From an optimization exercise on the open Yosys and OpenROAD flow, aimed at small area, a short achievable clock period and few clock cycles; shortcuts taken in it are not production practice. Function was checked by simulation only, so behaviour that the tests miss may differ from the original.

==> flow/design.v <==
package pkt_loopback_pkg;
    typedef struct packed {
        logic                sop;
        logic                eop;
        logic [3-1:0] empty;
        logic [64-1:0]  data;
    } beat_t;
    typedef logic [$clog2(16 + 1)-1:0] beat_idx_t;
    typedef enum logic [1:0] {
        st_idle,
        st_load,
        st_send,
        st_done
    } tx_state_e;
endpackage
`timescale 1ns/1ns
module pkt_loopback_top (
    input  logic  rd_clk,
    input  logic  rd_rst_n,
    input  logic  link_up,
    input  logic  rx_valid,
    input  pkt_loopback_pkg::beat_t rx_beat,
    output logic  tx_valid,
    output pkt_loopback_pkg::beat_t tx_beat,
    input  logic  tx_ready
);
    localparam int N  = 16;          
    localparam int W  = 64 + 3 + 1;   
    localparam int P  = 4;           
    localparam int PW = 64 / P;
    logic [W-1:0] slot [N];
    logic [P-1:1] carry;             
    logic [N-1:0] v;                 
    logic [N:0]   vacate;            
    logic [N-1:0] move;              
    logic         pop;
    logic         next_sop;          
    logic         out_sop;
    assign pop = tx_valid && tx_ready;
    always_comb begin
        vacate[N] = pop;
        for (int i = N - 1; i >= 0; i--) begin
            vacate[i] = vacate[i+1] || !v[i];
        end
        move[0] = rx_valid;
        for (int i = 1; i < N; i++) begin
            move[i] = v[i-1] && vacate[i];
        end
    end
    logic [W-1:0] step [P];
    logic [P-1:0] cout;
    always_comb begin
        for (int i = 0; i < P; i++) begin
            logic         cin;
            logic [PW-1:0] part;
            cin     = (i == 0) ? 1'b1 : carry[i == 0 ? 1 : i];
            part    = slot[i][i*PW +: PW];
            step[i] = slot[i];
            step[i][i*PW +: PW] = part + PW'(cin);
            cout[i] = cin && (&part);
        end
    end
    always_ff @(posedge rd_clk) begin
        if (move[0]) begin
            slot[0] <= {rx_beat.eop,
                        rx_beat.empty & {3{rx_beat.eop}},
                        rx_beat.data};
        end
        for (int i = 1; i <= P; i++) begin
            if (move[i]) begin
                slot[i] <= step[i-1];
            end
        end
        for (int i = 1; i < P; i++) begin
            if (move[i]) begin
                carry[i] <= cout[i-1];
            end
        end
        for (int i = P + 1; i < N - 1; i++) begin
            if (move[i]) begin
                slot[i] <= slot[i-1];
            end
        end
    end
    always_ff @(posedge rd_clk) begin
        slot[N-1] <= slot[N-1] ^ ({W{move[N-1]}} & (slot[N-2] ^ slot[N-1]));
        out_sop   <= out_sop ^ (move[N-1] & (next_sop ^ out_sop));
    end
    always_ff @(posedge rd_clk or negedge rd_rst_n) begin
        if (!rd_rst_n) begin
            v        <= '0;
            tx_valid <= 1'b0;
            next_sop <= 1'b1;
        end else begin
            for (int i = 0; i < N; i++) begin
                v[i] <= move[i] || (v[i] && !vacate[i+1]);
            end
            if (move[N-1]) begin
                next_sop <= slot[N-2][W-1];
            end
            tx_valid <= (move[N-1] || (v[N-1] && !pop)) && link_up;
        end
    end
    assign tx_beat = {out_sop, slot[N-1]};
endmodule
Settings: LEC_CHECK=0, CAP_MARGIN=20, CORE_MARGIN=2, CORE_UTILIZATION=75, CTS_CLUSTER_DIAMETER=70, CTS_CLUSTER_SIZE=24, SETUP_SLACK_MARGIN=2.9, SLEW_MARGIN=20; clock period 5.0 ns.
run.sh (not shown) runs the stock make flow with config.mk's settings and CLKGATE_MAP_FILE= SYNTH_SCRIPT=/design/flow/synth_recipe.tcl, a recipe that flattens the netlist after the stock synthesis.
The baseline stopped in clock tree synthesis (4_1_cts) (DPL-0033).
Testbench counts at the start, summed over its fixed seeds: cycles 4,916.
Change:
==> flow/flow/run.sh (new file) <==
#!/bin/bash
# The standard layout, except that the port buffers are buf_2 cells rather
# than the delay buffer that buffer_ports picks by default, and timing repair
# may resize cells across footprints. Every port still gets its own buffer.
# The make output goes to standard_flow.log here; ORFS keeps each step's log
# under orfs/logs.
set -euo pipefail
bash standard.sh BUFFER_PORTS_ARGS="-buffer_cell sky130_fd_sc_hd__buf_2" MATCH_CELL_FOOTPRINT=0 finish > standard_flow.log 2>&1
==> flow/standard.sh (new file) <==
#!/bin/bash
# synth_recipe.tcl (not shown) runs the flow's synth.tcl, then flattens the netlist and writes it again
# the make line also repeats each setting of config.mk as NAME=value (left out here)
make -C /OpenROAD-flow-scripts/flow DESIGN_CONFIG=/design/flow/config.mk WORK_HOME=/design/flow/orfs CLKGATE_MAP_FILE= SYNTH_SCRIPT=/design/flow/synth_recipe.tcl "${@:-finish}"
--- a/flow/config.mk
+++ b/flow/config.mk
@@ -10 +10 @@
-export CORE_UTILIZATION = 75
+export CORE_UTILIZATION = 65
removed: flow/run.sh
=> The new run went through all stages and came out clean. Area after synthesis stays the same. Synthesized cell count is unchanged.
Change:
==> flow/run.sh (new file) <==
#!/bin/bash
# synth_recipe.tcl (not shown) runs the flow's synth.tcl, then flattens the netlist and writes it again
# the make line also repeats each setting of config.mk as NAME=value (left out here)
make -C /OpenROAD-flow-scripts/flow DESIGN_CONFIG=/design/flow/config.mk WORK_HOME=/design/flow/orfs CLKGATE_MAP_FILE= SYNTH_SCRIPT=/design/flow/synth_recipe.tcl finish
removed: flow/flow/run.sh
removed: flow/standard.sh
The new run ran to the end with no violations.
Setup slack gets better by 0.051 ns.
Wire length rose by about 2.3%.
Clock-buffer cell count fell by 3.
Final area rose by 1.0%.
Synthesized cell count stays the same.
Register-to-register slack gets better by 0.02 ns.

[static timing again, ports no longer ideal]
Ports are ideal in the flow. The routed layouts listed here were re-timed in OpenROAD.
Step 1, drivers: a clkbuf_16 drives rd_clk and a buf_2 each remaining input, both assumed.
Step 2 times the ports against the registers' clock, not the clock port: input delays grow and output delays shrink by t, the midpoint of the rising clock arrivals with the driver on.
a / b / c = ideal / step 1 / step 2; a / b = the first two.
| run | shift t [ns] | slack for setup (ns) | latest minus earliest clock arrival (ns) |
|---|---|---|---|
| the second run | 0.647 | 2.795 / 2.738 / 2.349 | 0.022 / 0.022 |
| the third run | 0.652 | 2.846 / 2.785 / 2.318 | 0.018 / 0.018 |
After both steps every run listed still meets setup and hold. For the third run, which loses most, drivers alone change the setup slack by -0.061 ns; drivers and shift together by -0.528 ns.
